This design comes from an exercise in tuning for small area on the open sky130 flow, not from production work. The RTL was checked by simulation tests, not by an equivalence proof against the original design. The flow treats the clock pin as an ideal source, which a real chip does not have. Power and IR drop assume default switching activity.

==> flow/design.v (excerpt) <==
module motionIoTop (
	input  logic                  OSC_FPGA,
	input  logic                  arstN_i,
	input  logic                  psel_i,
	input  logic                  penable_i,
	input  logic                  pwrite_i,
	input  robotRegPkg::apbAddr_t paddr_i,
	input  robotRegPkg::regWord_t pwdata_i,
	output robotRegPkg::regWord_t prdata_o,
	output logic                  pready_o,
	output logic                  pslverr_o,
	input  logic                  rcLeftElev_i,
	input  logic                  rcRightAile_i,
	input  logic                  rcPanRudd_i,
	input  logic                  rcTiltThro_i,
	input  logic                  encLeftA_i,
	input  logic                  encLeftB_i,
	input  logic                  encRightA_i,
	input  logic                  encRightB_i,
	output logic                  motorLeft_o,
	output logic                  motorRight_o,
	output logic                  camPan_o,
	output logic                  camTilt_o,
	output logic                  alarm_o
);
==> flow/config.mk <==
export PLATFORM = sky130hd
export DESIGN_NAME = motionIoTop
export DESIGN_NICKNAME = motionIoTop
export VERILOG_FILES = /design/flow/design.v
export SDC_FILE = /design/flow/constraint.sdc
export NUM_CORES = 4
export LEC_CHECK = 0
export CAP_MARGIN = 20
export CORE_MARGIN = 2
export CORE_UTILIZATION = 88
export SLEW_MARGIN = 20
==> flow/constraint.sdc <==
create_clock -name core_clock -period 10.0 [get_ports {OSC_FPGA}]
set_input_delay 2.0000 -clock core_clock [delete_from_list [all_inputs] [get_ports {OSC_FPGA}]]
set_output_delay 2.0000 -clock core_clock [all_outputs]
set_load 0.01 [all_outputs]
standard.sh (not shown) runs the stock make flow with config.mk's settings and CLKGATE_MAP_FILE= SYNTH_SCRIPT=/design/flow/synth_recipe.tcl, a recipe that flattens the netlist after the stock synthesis.
==> flow/flow/run.sh <==
#!/bin/bash
# The standard ORFS layout (standard.sh), with these changes:
#  - ABC maps for area: the stock script sizes every path for a 10 ps target
#  - the two-bit counter slices (cntPair) are mapped on their own, then
#    flattened like the rest
#  - the muxes that feed flip-flop enables get a shared inverted select,
#    so ABC can use AND-OR cells for them
#  - port buffers use the smallest buffer cell
#  - the clock tree uses clkbuf_8 and no dummy loads, then each of its
#    buffers that can drive its flip-flops well enough becomes a clkbuf_4
set -euo pipefail
W=$(pwd)
rm -rf "$W/scripts_own"
cp -r "$FLOW_HOME/scripts" "$W/scripts_own"
cp "$W/flow/abc_map.script" "$W/scripts_own/abc_speed.script"
# after the clock tree is built, shrink the buffers that can be shrunk
sed -i "s|^log_cmd clock_tree_synthesis {\*}\$cts_args\$|&\nsource $W/flow/shrink_clk.tcl|" "$W/scripts_own/cts.tcl"
grep -q "shrink_clk.tcl" "$W/scripts_own/cts.tcl"
# before ABC, split the flip-flop enable muxes (ffmux_split.tcl)
sed -i "s|^  log_cmd abc {\*}\$abc_args\$|  source $W/flow/ffmux_split.tcl\n&|" "$W/scripts_own/synth.tcl"
grep -q "ffmux_split.tcl" "$W/scripts_own/synth.tcl"
bash "$W/standard.sh" SCRIPTS_DIR="$W/scripts_own" \
	SYNTH_KEEP_MODULES=cntPair \
	BUFFER_PORTS_ARGS="-buffer_cell sky130_fd_sc_hd__buf_1" \
	CTS_ARGS="$(cat "$W/flow/cts_args.txt")" \
	finish > "$W/make_finish.log" 2>&1
==> flow/flow/shrink_clk.tcl <==
# After TritonCTS: swap each clock buffer for a smaller one when every
# flip-flop clock pin keeps its estimated slew under the limit (in ns).
proc shrink_clock_buffers { small limit } {
  set block [ord::get_db_block]
  set n 0
  foreach inst [$block getInsts] {
    set name [$inst getName]
    if { ![string match clkbuf_* $name] } { continue }
    set old [[$inst getMaster] getName]
    if { $old eq $small } { continue }
    replace_cell $name $small
    estimate_parasitics -placement
    set worst 0
    foreach pin [get_pins -hierarchical */CLK] {
      set s [get_property $pin slew_max]
      if { $s > $worst } { set worst $s }
    }
    if { $worst > $limit } {
      replace_cell $name $old
      estimate_parasitics -placement
    } else {
      incr n
    }
  }
  puts "shrink_clock_buffers: $n clock buffers now $small"
}
set_propagated_clock [all_clocks]
estimate_parasitics -placement
shrink_clock_buffers sky130_fd_sc_hd__clkbuf_4 0.100
Other scripts of this flow, unchanged in this note and not shown: flow/flow/abc_map.script, flow/flow/cts_args.txt, flow/flow/ffmux_split.tcl, flow/flow/mux_split.v
The baseline did not get past 3_3_place_gp.
Change:
--- a/flow/flow/shrink_clk.tcl
+++ b/flow/flow/shrink_clk.tcl
@@ -27,3 +27,3 @@
 set_propagated_clock [all_clocks]
 estimate_parasitics -placement
-shrink_clock_buffers sky130_fd_sc_hd__clkbuf_4 0.100
+shrink_clock_buffers sky130_fd_sc_hd__clkbuf_4 0.106
- CORE_UTILIZATION: 88 -> 84
Outcome:
- The changed run produced a clean layout
- synthesized area is unchanged
- synthesized cell count is unchanged

---

== try-lagoon ==
motionIoTop again, from the RTL that the note above started with.
Settings: LEC_CHECK=0, CAP_MARGIN=20, CORE_MARGIN=2, CORE_UTILIZATION=80, GPL_TIMING_DRIVEN=0, SLEW_MARGIN=20; clock period 10.0 ns.
==> flow/flow/abc_map.script <==
strash
&get -n
&fraig -x
&put
scorr
dc2
strash
&get -n
&dch -f
&nf -R 1000 -p
&put
==> flow/flow/cts_args.txt <==
-sink_clustering_enable -repair_clock_nets -dont_use_dummy_load -buf_list sky130_fd_sc_hd__clkbuf_8
==> flow/flow/ffmux_split.tcl <==
# Sourced by synth.tcl just before ABC maps the logic. The enable of each
# flip-flop reaches its D pin as a mux; give each such mux an explicit
# inverted select, one inverter per select after merging, so that ABC can
# build the hold path from AND-OR cells that share it.
set ffmux_map [file join [file dirname [info script]] mux_split.v]
select -set ffmux {t:sky130_fd_sc_hd__df*} {%ci2:+[D,Y]} {t:$_MUX_} %i
if { [llength [tee -q -s result.string select -list @ffmux]] > 0 } {
  techmap -map $ffmux_map @ffmux
  techmap
  opt_merge -share_all
}
select -clear
==> flow/flow/mux_split.v <==
module \$_MUX_ (A, B, S, Y);
	input A, B, S;
	output Y;
	wire SN;
	sky130_fd_sc_hd__inv_1 _TECHMAP_REPLACE_.sel_inv (.A(S), .Y(SN));
	assign Y = (S & B) | (SN & A);
endmodule
==> flow/flow/shrink_clk.tcl <==
# After TritonCTS: swap each clock buffer for a smaller one when every
# flip-flop clock pin keeps its estimated slew under the limit (in ns).
proc shrink_clock_buffers { small limit } {
  set block [ord::get_db_block]
  set n 0
  foreach inst [$block getInsts] {
    set name [$inst getName]
    if { ![string match clkbuf_* $name] } { continue }
    set old [[$inst getMaster] getName]
    if { $old eq $small } { continue }
    replace_cell $name $small
    estimate_parasitics -placement
    set worst 0
    foreach pin [get_pins -hierarchical */CLK] {
      set s [get_property $pin slew_max]
      if { $s > $worst } { set worst $s }
    }
    if { $worst > $limit } {
      replace_cell $name $old
      estimate_parasitics -placement
    } else {
      incr n
    }
  }
  puts "shrink_clock_buffers: $n clock buffers now $small"
}
set_propagated_clock [all_clocks]
estimate_parasitics -placement
shrink_clock_buffers sky130_fd_sc_hd__clkbuf_4 0.106
Scripts as last shown in full above: flow/flow/run.sh
Edits applied to the flow inputs when going from try-lagoon to try-violet:
Settings: GPL_TIMING_DRIVEN no longer set, was 0; CORE_UTILIZATION now 70, was 80.
-- flow/flow/run.sh --
<<< try-lagoon, line 5
#    flattened like the rest
#  - the muxes that feed flip-flop enables get a shared inverted select,
#    so ABC can use AND-OR cells for them
#  - port buffers use the smallest buffer cell
>>> try-violet, line 5
#    flattened like the rest
#  - port buffers use the smallest buffer cell
<<< try-lagoon, line 18
grep -q "shrink_clk.tcl" "$W/scripts_own/cts.tcl"
# before ABC, split the flip-flop enable muxes (ffmux_split.tcl)
sed -i "s|^  log_cmd abc {\*}\$abc_args\$|  source $W/flow/ffmux_split.tcl\n&|" "$W/scripts_own/synth.tcl"
grep -q "ffmux_split.tcl" "$W/scripts_own/synth.tcl"
bash "$W/standard.sh" SCRIPTS_DIR="$W/scripts_own" \
>>> try-violet, line 16
grep -q "shrink_clk.tcl" "$W/scripts_own/cts.tcl"
bash "$W/standard.sh" SCRIPTS_DIR="$W/scripts_own" \
-- flow/flow/shrink_clk.tcl --
<<< try-lagoon, line 28
estimate_parasitics -placement
shrink_clock_buffers sky130_fd_sc_hd__clkbuf_4 0.106
>>> try-violet, line 28
estimate_parasitics -placement
shrink_clock_buffers sky130_fd_sc_hd__clkbuf_4 0.112
removed: flow/flow/ffmux_split.tcl
removed: flow/flow/mux_split.v
[summary]
- Insertion delay to the later sink of the worst-skew pair up 0.02 ns in try-violet wrt try-lagoon
- Largest fanout on the critical path, try-violet and try-lagoon, higher one = try-violet.
- Cmp try-violet and try-lagoon / sequential share of power / lower: try-lagoon
- Final hold slack ended up 0.0055 ns lower on try-violet than on try-lagoon.
- Re first-iteration DRC count: try-lagoon was lower than try-violet.
- try-violet vs try-lagoon: power down
#### Input delta (try-onyx over try-violet)
==> flow/flow/run.sh <==
#!/bin/bash
# The standard ORFS layout (standard.sh), with these changes:
#  - ABC maps for area: the stock script sizes every path for a 10 ps target
#  - the two-bit counter slices (cntPair) are mapped on their own, then
#    flattened like the rest
#  - port buffers use the smallest buffer cell
#  - the clock tree uses clkbuf_8 and no dummy loads
set -euo pipefail
W=$(pwd)
rm -rf "$W/scripts_own"
cp -r "$FLOW_HOME/scripts" "$W/scripts_own"
cp "$W/flow/abc_map.script" "$W/scripts_own/abc_speed.script"
bash "$W/standard.sh" SCRIPTS_DIR="$W/scripts_own" \
	SYNTH_KEEP_MODULES=cntPair \
	BUFFER_PORTS_ARGS="-buffer_cell sky130_fd_sc_hd__buf_1" \
	CTS_ARGS="$(cat "$W/flow/cts_args.txt")" \
	finish > "$W/make_finish.log" 2>&1
removed: flow/flow/shrink_clk.tcl
### Flow results
Compared with try-violet, in try-onyx switching power as a share of total power lost 0.46 points, final area picked up an extra 69 um^2. Sort try-violet and try-onyx by final critical delay including setup and external delays asc -> top: try-violet. Against try-violet, try-onyx reports a core utilization that is higher. try-violet has a higher first-pass detailed-route iteration total than try-onyx. Clock power share is higher on try-onyx. [compare] base=try-violet new=try-onyx: maximum clock skew at final layout now sits lower; hold slack closely matched the old numbers; slew of the pin with the lowest slew margin grew by 0.013 ns; routed wire length saw an increase; normalized max-slew margin fell by 0.88 points.
Changes in try-raven relative to try-onyx:
-- flow/flow/run.sh --
<<< try-onyx, line 5
#    flattened like the rest
#  - port buffers use the smallest buffer cell
#  - the clock tree uses clkbuf_8 and no dummy loads
set -euo pipefail
>>> try-raven, line 5
#    flattened like the rest
#  - the muxes that feed flip-flop enables get a shared inverted select,
#    so ABC can use AND-OR cells for them
#  - port buffers use the smallest buffer cell
#  - the clock tree uses clkbuf_8 and no dummy loads, then each of its
#    buffers that can drive its flip-flops well enough becomes a clkbuf_4
set -euo pipefail
<<< try-onyx, line 12
cp "$W/flow/abc_map.script" "$W/scripts_own/abc_speed.script"
bash "$W/standard.sh" SCRIPTS_DIR="$W/scripts_own" \
>>> try-raven, line 15
cp "$W/flow/abc_map.script" "$W/scripts_own/abc_speed.script"
# after the clock tree is built, shrink the buffers that can be shrunk
sed -i "s|^log_cmd clock_tree_synthesis {\*}\$cts_args\$|&\nsource $W/flow/shrink_clk.tcl|" "$W/scripts_own/cts.tcl"
grep -q "shrink_clk.tcl" "$W/scripts_own/cts.tcl"
# before ABC, split the flip-flop enable muxes (ffmux_split.tcl)
sed -i "s|^  log_cmd abc {\*}\$abc_args\$|  source $W/flow/ffmux_split.tcl\n&|" "$W/scripts_own/synth.tcl"
grep -q "ffmux_split.tcl" "$W/scripts_own/synth.tcl"
bash "$W/standard.sh" SCRIPTS_DIR="$W/scripts_own" \
==> flow/flow/ffmux_split.tcl (new file) <==
# Sourced by synth.tcl just before ABC maps the logic. The enable of each
# flip-flop reaches its D pin as a mux; give each such mux an explicit
# inverted select, one inverter per select after merging, so that ABC can
# build the hold path from AND-OR cells that share it.
set ffmux_map [file join [file dirname [info script]] mux_split.v]
select -set ffmux {t:sky130_fd_sc_hd__df*} {%ci2:+[D,Y]} {t:$_MUX_} %i
if { [llength [tee -q -s result.string select -list @ffmux]] > 0 } {
  techmap -map $ffmux_map @ffmux
  techmap
  opt_merge -share_all
}
select -clear
==> flow/flow/mux_split.v (new file) <==
module \$_MUX_ (A, B, S, Y);
	input A, B, S;
	output Y;
	wire SN;
	sky130_fd_sc_hd__inv_1 _TECHMAP_REPLACE_.sel_inv (.A(S), .Y(SN));
	assign Y = (S & B) | (SN & A);
endmodule
==> flow/flow/shrink_clk.tcl (new file) <==
# After TritonCTS: swap each clock buffer for a smaller one when every
# flip-flop clock pin keeps its estimated slew under the limit (in ns).
proc shrink_clock_buffers { small limit } {
  set block [ord::get_db_block]
  set n 0
  foreach inst [$block getInsts] {
    set name [$inst getName]
    if { ![string match clkbuf_* $name] } { continue }
    set old [[$inst getMaster] getName]
    if { $old eq $small } { continue }
    replace_cell $name $small
    estimate_parasitics -placement
    set worst 0
    foreach pin [get_pins -hierarchical */CLK] {
      set s [get_property $pin slew_max]
      if { $s > $worst } { set worst $s }
    }
    if { $worst > $limit } {
      replace_cell $name $old
      estimate_parasitics -placement
    } else {
      incr n
    }
  }
  puts "shrink_clock_buffers: $n clock buffers now $small"
}
set_propagated_clock [all_clocks]
estimate_parasitics -placement
shrink_clock_buffers sky130_fd_sc_hd__clkbuf_4 0.100
Findings:
Of try-onyx and try-raven, try-raven shows the lower instance count of the mapped netlist, with try-onyx above it. Summary of try-raven over try-onyx: combinational share of power increased 0.2 points, fraction of power consumed by the clock network decreased 1.9 points, cell area after layout decreased about 2.3%, fraction of area in clock buffers and inverters decreased 0.40 points, data required time of the worst path increased 0.11 ns. For the met1 usage, try-raven came in 6.6 points lower than try-onyx did. Compared with try-onyx, try-raven improves top achievable clock speed. Delta (try-raven minus try-onyx): power decreased 3.0%; hold slack fell by 0.020 ns.

---

job 9824:
motionIoTop again, from the RTL that the note above started with.
clock: 10.0 ns
lec_check: 0
cap_margin: 20
core_margin: 2
core_utilization: 70
slew_margin: 20
==> flow/flow/run.sh <==
#!/bin/bash
# The standard ORFS layout (standard.sh), with these changes:
#  - ABC maps for area: the stock script sizes every path for a 10 ps target
#  - the two-bit counter slices (cntPair) are mapped on their own, then
#    flattened like the rest
#  - port buffers use the smallest buffer cell
#  - the clock tree uses clkbuf_8 and no dummy loads, then each of its
#    buffers that can drive its flip-flops well enough becomes a clkbuf_4
set -euo pipefail
W=$(pwd)
rm -rf "$W/scripts_own"
cp -r "$FLOW_HOME/scripts" "$W/scripts_own"
cp "$W/flow/abc_map.script" "$W/scripts_own/abc_speed.script"
# after the clock tree is built, shrink the buffers that can be shrunk
sed -i "s|^log_cmd clock_tree_synthesis {\*}\$cts_args\$|&\nsource $W/flow/shrink_clk.tcl|" "$W/scripts_own/cts.tcl"
grep -q "shrink_clk.tcl" "$W/scripts_own/cts.tcl"
bash "$W/standard.sh" SCRIPTS_DIR="$W/scripts_own" \
	SYNTH_KEEP_MODULES=cntPair \
	BUFFER_PORTS_ARGS="-buffer_cell sky130_fd_sc_hd__buf_1" \
	CTS_ARGS="$(cat "$W/flow/cts_args.txt")" \
	finish > "$W/make_finish.log" 2>&1
==> flow/flow/shrink_clk.tcl <==
# After TritonCTS: swap each clock buffer for a smaller one when every
# flip-flop clock pin keeps its estimated slew under the limit (in ns).
proc shrink_clock_buffers { small limit } {
  set block [ord::get_db_block]
  set n 0
  foreach inst [$block getInsts] {
    set name [$inst getName]
    if { ![string match clkbuf_* $name] } { continue }
    set old [[$inst getMaster] getName]
    if { $old eq $small } { continue }
    replace_cell $name $small
    estimate_parasitics -placement
    set worst 0
    foreach pin [get_pins -hierarchical */CLK] {
      set s [get_property $pin slew_max]
      if { $s > $worst } { set worst $s }
    }
    if { $worst > $limit } {
      replace_cell $name $old
      estimate_parasitics -placement
    } else {
      incr n
    }
  }
  puts "shrink_clock_buffers: $n clock buffers now $small"
}
set_propagated_clock [all_clocks]
estimate_parasitics -placement
shrink_clock_buffers sky130_fd_sc_hd__clkbuf_4 0.095
Scripts as last shown in full above: flow/flow/abc_map.script, flow/flow/cts_args.txt
> inputs changed (job 9824 -> job 9569)
-- flow/flow/run.sh --
<<< job 9824, line 6
>>> job 9569, line 6
#  - the muxes that feed flip-flop enables get a shared inverted select,
#    so ABC can use AND-OR cells for them
<<< job 9824, line 17
>>> job 9569, line 19
# before ABC, split the flip-flop enable muxes (ffmux_split.tcl)
sed -i "s|^  log_cmd abc {\*}\$abc_args\$|  source $W/flow/ffmux_split.tcl\n&|" "$W/scripts_own/synth.tcl"
grep -q "ffmux_split.tcl" "$W/scripts_own/synth.tcl"
==> flow/flow/ffmux_split.tcl (new file) <==
# Sourced by synth.tcl just before ABC maps the logic. The enable of each
# flip-flop reaches its D pin as a mux; give each such mux an explicit
# inverted select, one inverter per select after merging, so that ABC can
# build the hold path from AND-OR cells that share it.
set ffmux_map [file join [file dirname [info script]] mux_split.v]
select -set ffmux {t:sky130_fd_sc_hd__df*} {%ci2:+[D,Y]} {t:$_MUX_} %i
if { [llength [tee -q -s result.string select -list @ffmux]] > 0 } {
  techmap -map $ffmux_map @ffmux
  techmap
  opt_merge -share_all
}
select -clear
==> flow/flow/mux_split.v (new file) <==
module \$_MUX_ (A, B, S, Y);
	input A, B, S;
	output Y;
	wire SN;
	sky130_fd_sc_hd__inv_1 _TECHMAP_REPLACE_.sel_inv (.A(S), .Y(SN));
	assign Y = (S & B) | (SN & A);
endmodule
-- flow/flow/shrink_clk.tcl --
<<< job 9824, line 29
shrink_clock_buffers sky130_fd_sc_hd__clkbuf_4 0.095
>>> job 9569, line 29
shrink_clock_buffers sky130_fd_sc_hd__clkbuf_4 0.112
==> run summary <==
Compared job 9569 vs job 9824, and fraction of power consumed by the clock network is down in job 9569. Number of filler cells placed in the layout of job 9569 exceeds that of job 9824 slightly. In job 9569, total routed wire length on the met1 layer is lower than in job 9824. Of job 9824 and job 9569, the lower signed area change from the synthesized netlist to the final layout belongs to job 9569. Between job 9824 and job 9569, the setup slack is lower for job 9824. Sort job 9824 and job 9569 by share of the clock period used by the worst path, ascending, and job 9569 comes first. Re clock period minus worst slack: job 9569 is 300 ps down on job 9824. Going from job 9824 to job 9569, power shrank by a few percent. Re CTS clock-pin slew for the worst setup and hold paths: job 9569 is 30 ps up on job 9824. Summary: with job 9824 as the reference, length of routed met2 wiring in job 9569 moved up by a few percent. Number of ordinary and repair buffers in the finished layout, job 9824 and job 9569, higher one = job 9824.
diff inputs: job 9569 => job 7513
# job 9569
export LEC_CHECK = 0
export CAP_MARGIN = 20
export CORE_MARGIN = 2
export CORE_UTILIZATION = 70
export SLEW_MARGIN = 20
create_clock -name core_clock -period 10.0 [get_ports {OSC_FPGA}]
# job 7513
export LEC_CHECK = 0
export CAP_MARGIN = 20
export CORE_MARGIN = 2
export CORE_UTILIZATION = 80
export SLEW_MARGIN = 20
create_clock -name core_clock -period 10.0 [get_ports {OSC_FPGA}]
-- flow/flow/shrink_clk.tcl --
<<< job 9569, line 29
shrink_clock_buffers sky130_fd_sc_hd__clkbuf_4 0.112
>>> job 7513, line 29
shrink_clock_buffers sky130_fd_sc_hd__clkbuf_4 0.100
No stage failed in job 7513, and the final checks on the layout all came back clean. Compare job 7513 and job 9569 | number of well taps lower: job 7513. Taking job 9569 as the reference, in job 7513 total track usage picked up an extra 7.0 points; reported leakage power increased 0.36%; die area dropped about 12%; switching component of the power rose by about 4.5%; number of nets in the layout held steady. From job 9569 to job 7513 the numbers moved as follows: global placement routability congestion dropped 3.0%; hold slack shows an increase of 17 ps; summed area of non-filler cells in the final layout stayed essentially flat. The sequential share of layout area on job 9569 is in line with that on job 7513. Compared job 7513 vs job 9569, and design internal power is up in job 7513.

[static timing again, ports no longer ideal]
How much do the figures lean on ideal ports? The routed layouts below were timed once more, with nothing changed but the port constraints. Step 1 (the two cells are an assumption about what drives the block):
set clk [get_ports {OSC_FPGA}]
set_driving_cell -lib_cell sky130_fd_sc_hd__clkbuf_16 $clk
set_driving_cell -lib_cell sky130_fd_sc_hd__buf_2 [delete_from_list [all_inputs] $clk]
Step 2 adds t to the input delays and takes it off the output delays; t is the mean of the earliest and latest rising clock arrival at the registers after step 1. Input paths then give back, and output paths get back, about the clock's delay inside the block. Slacks: ideal ports / drivers / drivers and shift; pairs: ideal ports / drivers.
| run | t (ns) | slack for setup (ns) | worst hold slack (ns) | latest minus earliest clock arrival (ns) |
|---|---|---|---|---|
| the second run of note 1 | 0.555 | 2.763 / 2.763 / 2.763 | 0.357 / 0.357 / 0.357 | 0.030 / 0.030 |
| try-lagoon | 0.564 | 3.654 / 3.654 / 3.654 | 0.361 / 0.361 / 0.361 | 0.033 / 0.033 |
| try-violet | 0.580 | 3.736 / 3.736 / 3.736 | 0.355 / 0.355 / 0.355 | 0.040 / 0.039 |
| try-onyx | 0.474 | 3.605 / 3.605 / 3.605 | 0.355 / 0.355 / 0.355 | 0.022 / 0.022 |
| try-raven | 0.593 | 3.863 / 3.863 / 3.863 | 0.334 / 0.334 / 0.334 | 0.036 / 0.036 |
| job 9824 | 0.615 | 3.615 / 3.615 / 3.615 | 0.356 / 0.356 / 0.356 | 0.030 / 0.031 |
| job 9569 | 0.559 | 3.920 / 3.920 / 3.920 | 0.336 / 0.336 / 0.336 | 0.047 / 0.046 |
| job 7513 | 0.569 | 3.357 / 3.357 / 3.357 | 0.353 / 0.353 / 0.353 | 0.028 / 0.028 |
After both steps every run listed still meets setup and hold.
